Source: an optimization exercise on an open RTL-to-GDS flow (aim: a short achievable clock period and few clock cycles). Production flows keep margins and buffers that such runs may drop.
The RTL was checked by simulation tests, not by an equivalence proof against the original design.
Power and IR drop assume default switching activity.

## flow/run.sh

```bash
#!/bin/bash
# synth_recipe.tcl (not shown) runs the flow's synth.tcl, then flattens the netlist and writes it again
# the make line also repeats each setting of config.mk as NAME=value (left out here)
make -C /OpenROAD-flow-scripts/flow DESIGN_CONFIG=/design/flow/config.mk WORK_HOME=/design/flow/orfs CLKGATE_MAP_FILE= SYNTH_SCRIPT=/design/flow/synth_recipe.tcl finish
```

## flow/config.mk

```make
export PLATFORM = sky130hd
export DESIGN_NAME = rv_multicycle_core
export DESIGN_NICKNAME = rv_multicycle_core
export VERILOG_FILES = /design/flow/design.v
export SDC_FILE = /design/flow/constraint.sdc
export NUM_CORES = 4
export LEC_CHECK = 0
export CAP_MARGIN = 20
export CORE_MARGIN = 2
export CORE_UTILIZATION = 40
export SLEW_MARGIN = 20
```

## flow/constraint.sdc

```tcl
create_clock -name core_clock -period 10.0 [get_ports {clk}]
set_input_delay 2.0000 -clock core_clock [delete_from_list [all_inputs] [get_ports {clk}]]
set_output_delay 2.0000 -clock core_clock [all_outputs]
set_load 0.01 [all_outputs]
```

## flow/design.v

```verilog
module rv_multicycle_core #(
  parameter logic [31:0] RESET_PC = 32'h0000_0000,
  parameter int unsigned ADDR_W   = 32
) (
  input  logic              clk,
  input  logic              rst,
  input  logic              run,
  input  logic              step,
  output logic [ADDR_W-1:0] mem_addr,
  output logic              mem_re,
  output logic              mem_we,
  output logic [31:0]       mem_wdata,
  input  logic [31:0]       mem_rdata,
  input  logic              mem_ready,
  input  logic [4:0]        dbg_sel,
  output logic [31:0]       dbg_data,
  output logic [31:0]       pc_dbg,
  output logic [31:0]       instr_dbg,
  output logic              retire,
  output logic              halted
);
  localparam logic [6:0] OpR     = 7'b0110011;
  localparam logic [6:0] OpI     = 7'b0010011;
  localparam logic [6:0] OpLoad  = 7'b0000011;
  localparam logic [6:0] OpStore = 7'b0100011;
  localparam logic [6:0] OpBr    = 7'b1100011;
  logic [31:0] pc_q, ir_q, addr_q, wdata_q;
  logic        ls_q, ls_load_q, halt_q, step_pending_q;
  logic [31:0] regs_q [32];
  logic [31:0] ins;
  logic [6:0]  opcode, funct7;
  logic [2:0]  funct3;
  logic [4:0]  rs1, rs2, rd;
  assign ins    = mem_rdata;
  assign opcode = ins[6:0];
  assign rd     = ins[11:7];
  assign funct3 = ins[14:12];
  assign rs1    = ins[19:15];
  assign rs2    = ins[24:20];
  assign funct7 = ins[31:25];
  logic is_r, is_i, is_lw, is_sw, is_beq, f3_alu;
  assign f3_alu = (funct3 == 3'b000) || (funct3 == 3'b111) || (funct3 == 3'b110) ||
                  (funct3 == 3'b010);
  assign is_r   = (opcode == OpR) && ((funct7 == 7'b0000000 && f3_alu) ||
                                      (funct7 == 7'b0100000 && funct3 == 3'b000));
  assign is_i   = (opcode == OpI) && f3_alu;
  assign is_lw  = (opcode == OpLoad) && (funct3 == 3'b010);
  assign is_sw  = (opcode == OpStore) && (funct3 == 3'b010);
  assign is_beq = (opcode == OpBr) && (funct3 == 3'b000);
  logic legal, is_ls;
  assign legal = is_r | is_i | is_lw | is_sw | is_beq;
  assign is_ls = is_lw | is_sw;
  logic [31:0] imm_i, imm_s, imm_b;
  assign imm_i = {{20{ins[31]}}, ins[31:20]};
  assign imm_s = {{20{ins[31]}}, ins[31:25], ins[11:7]};
  assign imm_b = {{19{ins[31]}}, ins[31], ins[7], ins[30:25], ins[11:8], 1'b0};
  logic [31:0] a, b;
  assign a = (rs1 == 5'd0) ? 32'b0 : regs_q[rs1];
  assign b = (rs2 == 5'd0) ? 32'b0 : regs_q[rs2];
  logic [31:0] op_b, sum, diff, alu_res;
  logic        lt;
  assign op_b = (opcode[5]) ? b : imm_i;
  assign sum  = a + op_b;
  assign diff = a - op_b;
  assign lt   = $signed(a) < $signed(op_b);
  always_comb begin
    case (funct3)
      3'b111:  alu_res = a & op_b;
      3'b110:  alu_res = a | op_b;
      3'b010:  alu_res = {31'b0, lt};
      default: alu_res = (opcode[5] && funct7[5]) ? diff : sum;
    endcase
  end
  logic [31:0] ls_addr;
  assign ls_addr = a + (is_sw ? imm_s : imm_i);
  logic        taken;
  logic [31:0] pc_next;
  assign taken   = is_beq && (a == b);
  assign pc_next = taken ? (pc_q + imm_b) : (pc_q + 32'd4);
  logic go, fetch, fetch_ok, ls_done;
  assign go       = run | step_pending_q;
  assign fetch    = ~halt_q & ~ls_q & go;
  assign fetch_ok = fetch & mem_ready;
  assign ls_done  = ls_q & mem_ready;
  logic        we;
  logic [4:0]  wa;
  logic [31:0] wd;
  assign we = ls_done ? ls_load_q : (fetch_ok & (is_r | is_i));
  assign wa = ls_done ? ir_q[11:7] : rd;
  assign wd = ls_done ? mem_rdata : alu_res;
  always_ff @(posedge clk) begin
    if (rst) begin
      pc_q           <= RESET_PC;
      ir_q           <= '0;
      addr_q         <= '0;
      wdata_q        <= '0;
      ls_q           <= 1'b0;
      ls_load_q      <= 1'b0;
      halt_q         <= 1'b0;
      step_pending_q <= 1'b0;
    end else begin
      if (fetch_ok) step_pending_q <= 1'b0;
      else if (step) step_pending_q <= 1'b1;
      if (fetch_ok) begin
        if (!legal) begin
          halt_q <= 1'b1;
        end else begin
          pc_q <= pc_next;
          if (is_ls) begin
            ls_q      <= 1'b1;
            ls_load_q <= is_lw;
            ir_q      <= ins;
            addr_q    <= ls_addr;
            wdata_q   <= b;
          end
        end
      end
      if (ls_done) ls_q <= 1'b0;
    end
  end
  always_ff @(posedge clk) begin
    if (rst) begin
      for (int i = 0; i < 32; i++) regs_q[i] <= '0;
    end else if (we && wa != 5'd0) begin
      regs_q[wa] <= wd;
    end
  end
  assign mem_addr  = ls_q ? addr_q[ADDR_W-1:0] : pc_q[ADDR_W-1:0];
  assign mem_re    = ~halt_q & (ls_q ? ls_load_q : go);
  assign mem_we    = ~halt_q & ls_q & ~ls_load_q;
  assign mem_wdata = wdata_q;
  assign retire    = ls_done | (fetch_ok & legal & ~is_ls);
  assign instr_dbg = ls_q ? ir_q : ins;
  assign dbg_data  = (dbg_sel == 5'd0) ? 32'b0 : regs_q[dbg_sel];
  assign pc_dbg    = pc_q;
  assign halted    = halt_q;
endmodule
```

==> results.rst <==
.. list-table::
   :header-rows: 1

   * - Metric
     - Value
   * - Overall power of the completed layout
     - 13.7 mW
   * - Depth of the worst register-to-register path
     - 19
   * - Worst reg2reg setup slack
     - 3.18 ns
   * - Antenna-violating nets left
     - 0
   * - Outcome
     - complete, no violations
   * - Number of buffers added by the clock tree synthesis step
     - 134
   * - Clk Latency, worst-skew pair
     - 0.83 ns
   * - Final #Nets
     - 6,483
   * - Post-synthesis sequential element count
     - 1,155
   * - Ratio of final minimum period to clock period
     - 86.2%
   * - WL met1
     - 113,000 um
   * - Cts repair resizes
     - 0
   * - Pin count of the biggest net entering global routing
     - 80
   * - Number of maximum-capacitance violations
     - 0
   * - Clock root cell
     - clkbuf_16
   * - First-pass GRT wire length
     - 466,000 um
   * - Layout Skew
     - 0.0813 ns
   * - Gp weighted congestion
     - 0.985
   * - Initial antenna violation count
     - 12
   * - Sum of negative setup slack
     - 0 ns
   * - Number of synthesis warnings
     - 1
   * - Total power per unit cell area
     - 162 nW/um^2
   * - Fin cells
     - 8,886
   * - CTS tree
     - yes
   * - WHS Path Cells
     - 2
   * - Worst min-delay path category
     - register to register
   * - Worst hold endpoint
     - wdata_q[5]
   * - Sequential cell area fraction in the yosys report
     - 44.4%
   * - Number of setup violations in the final report
     - 0
   * - Dominant register cell in the synthesized netlist
     - edfxtp_1
   * - Post-CTS Setup Inserts
     - 0
   * - Overall via count from detail_route
     - 62,500
   * - Crit. End Element
     - register
   * - Post-synthesis instance total
     - 6,241
   * - Share of the synthesized area in the top cell type
     - 40.9%
   * - Worst VDD drop
     - 144 uV
   * - Core area
     - 187,000 sq um
   * - Max Clock Freq
     - 116 MHz
   * - Clock-pin transition on the worst setup and hold timing paths
     - 0.06 ns
   * - Top cells by area, synth
     - edfxtp_1 41%, mux4_2 21%, nor2_1 5.1%
   * - Rows
     - 159
   * - Category of the most critical setup path
     - input port to register
   * - Die Height
     - 438 um
   * - Overall fraction of global-route tracks in use
     - 34.5%
   * - Worst Path Required
     - 10.53 ns
   * - Setup repair after global routing missed its margin
     - false
   * - Clock net sink count
     - 1,155
   * - Startpoint Class
     - input port
   * - Leakage Power
     - 30.0 nW
   * - Largest buffer count on any clock path
     - 3
   * - Htree depth
     - 4
   * - Final hold viol count
     - 0
   * - Horizontal die dimension
     - 438 um
   * - Summed instance area of the synthesized netlist
     - 75,200 sq um
   * - Most numerous cell in the Yosys netlist
     - edfxtp_1
   * - Fraction of registers with async set or reset after synthesis
     - 0%
   * - Starting density of the core
     - 40.2%
   * - Met2 wire len
     - 143,000 um
   * - Beginning of the worst register-to-register path
     - regs_q[15][2]
   * - Worst rel slew slack
     - 7.06%
   * - Routed wire per std cell
     - 38.0 um
   * - Number of hold-repair buffers added at the cts stage
     - 0
   * - Detailed placement HPWL
     - 211,000 um
   * - Fraction of final layout cells with drive strength greater than 1
     - 22.9%
   * - Topmost layer with routed signal wires
     - met5
   * - Final hold slack
     - 0.452 ns
   * - Biggest fanout along the worst timing path
     - 59
   * - EDFF count, synth
     - 1,024
   * - Endpoint of the worst-slack reg-to-reg timing path
     - regs_q[21][26]
   * - Number of top-level pins
     - 206
   * - # port buffers
     - 204
   * - DR DRC count
     - 0
   * - Placed instance count
     - 8,637
   * - Signal arrival time at the worst endpoint
     - 9.14 ns
   * - Via count of the first global-routing pass
     - 59,700
   * - Drt via density
     - 7.03
   * - Top cell types by occurrence after synthesis
     - 1,024 x edfxtp_1, 1,013 x nor2_1, 708 x mux4_2
   * - Final critical path time including I/O delays and setup
     - 8.62 ns
   * - Sum of overflow across all layers after global routing
     - 0
   * - Post-synthesis to final-layout area growth
     - 12.8%
   * - Worst-Margin Slew
     - 1.39 ns
   * - Met3 wire length
     - 53,500 um
   * - Number of unique standard cell types used by synthesis
     - 85
   * - DRT Pass-1 Iters
     - 7
   * - Hold wc startpoint
     - wdata_q[5]
   * - Drt initial violations
     - 11,300
   * - Total count of max-transition violations in the final report
     - 0
   * - Total wire length
     - 337,000 um
   * - Die Area
     - 191,000 sq um
   * - Avg Inst Size Synth
     - 12.0 sq um
   * - Cell accounting for the most synthesized area
     - edfxtp_1
## cells in the final DEF, fill, tap and decap left out, types with 73 or more instances in the layout
cell type / synthesis / routed
a2111oi_0: 76 / 73
a21oi_1: 319 / 316
a22o_1: 82 / 82
buf_4: 20 / 261
clkbuf_16: 0 / 135
clkdlybuf4s50_1: 0 / 186
dfxtp_1: 131 / 130
edfxtp_1: 1024 / 1024
ha_1: 158 / 158
inv_1: 118 / 116
mux2_2: 111 / 111
mux2i_1: 296 / 295
mux4_2: 708 / 708
nand2_1: 366 / 302
nor2_1: 1013 / 1006
nor3_1: 229 / 223
o21ai_0: 148 / 135
o22ai_1: 94 / 93
## per-stage QoR
step	setup slack, ns	util [%]	cell area [sq um]
after floorplan	2.44	-	75300
after global placement	0.987	42.9	80400
after detailed placement	0.887	43.0	80400
after CTS	1.61	45.3	84800
after global routing	1.23	45.3	84800
final	1.38	45.3	84800
## state kept, by name, indices dropped and copies added (netlist names)
signal          cells
addr_q             32
wdata_q            32
ls_q                1
step_pending_q      1
pc_q               31
ir_q               32
ls_load_q           1
halt_q              1
regs_q           1024
## routing by layer
layer / GRT usage (%) / vias up
met3: 13.8 / 1437
met4: 23.2 / 12
li1: - / 24200
met5: 0 / -
met2: 50.2 / 5641
met1: 42.2 / 31100
## cells by family after synthesis
| logic type | after synthesis | synth area share [%] |
|---|---|---|
| other | 1 | 0.00499 |
| buffers and inverters | 740 | 4.58 |
| XOR/XNOR | 102 | 1.19 |
| flip-flops | 1155 | 44.4 |
| adder cells (fa/ha/maj) | 162 | 2.74 |
| multiplexers | 1115 | 26.8 |
| AO/OA/AOI/OAI | 1055 | 9.27 |
| AND/OR/NAND/NOR | 1911 | 11.0 |
## critical path, stage by stage
cell and delay [ns]:
buf_8 0.58, buf_4 0.41, mux4_2 0.55, a22o_1 0.20, a2111oi_0 0.69, nor3_1 0.32
mux2i_1 0.40, ha_1 0.34, o21bai_1 0.27, a21oi_1 0.18, o211a_1 0.26, o31ai_1 0.42
nand4_1 0.29, a211oi_1 0.33, buf_4 0.19, o21ai_0 0.17, a211oi_1 0.38, xnor2_1 0.16
a221oi_4 0.43, buf_4 0.41, nor2_1 0.09
## how the worst max path moves through the flow
| stage | from | to |
|---|---|---|
| after CTS | mem_rdata[20] | regs_q[11][26] |
| after global placement | mem_rdata[20] | regs_q[24][26] |
| after detailed placement | mem_rdata[20] | regs_q[11][26] |
| final | mem_rdata[20] | regs_q[21][26] |
| after global routing | mem_rdata[20] | regs_q[17][26] |
| after floorplan | mem_rdata[21] | regs_q[10][26] |
## power breakdown
group | internal [mW] | switching, mW
clock network | 2.75 | 2.24
registers | 5.39 | 0.115
logic | 1.07 | 2.17
total | 9.22 | 4.53
## area by class of cell
class,instances,area [sq um]
Sequential cell,1155,33400
Antenna cell,5,12.5
Fill cell,16900,102000
Tap cell,2495,3120
Inverter,122,458
Multi-Input combinational cell,4378,39000
Clock inverter,79,846
Clock buffer,164,3520
Timing Repair Buffer,488,4480
Testbench counts, summed over its fixed seeds: cycles 10,092.

separate check: timing with driven ports:
Ports are ideal in the flow. The routed layout listed here was re-timed in OpenROAD. Step 1 sets driving cells, clkbuf_16 on the clock port and buf_2 on the other inputs (assumed; they add their load-dependent delay and slew). Step 2 times the ports against the registers' clock, not the clock port: input delays grow and output delays shrink by t, the midpoint of the rising clock arrivals with the driver on. a / b / c = ideal ports / drivers / drivers and shift; a / b = the first two.
t (ns): 0.873
setup slack, ns: 1.385 / 1.396 / 0.523
hold slack, ns: 0.452 / 0.452 / 0.452
cell pins on the clock port's net: 1
After both steps setup and hold are still met in this run. For this run, drivers alone change the setup slack by +0.011 ns; drivers and shift together by -0.862 ns.
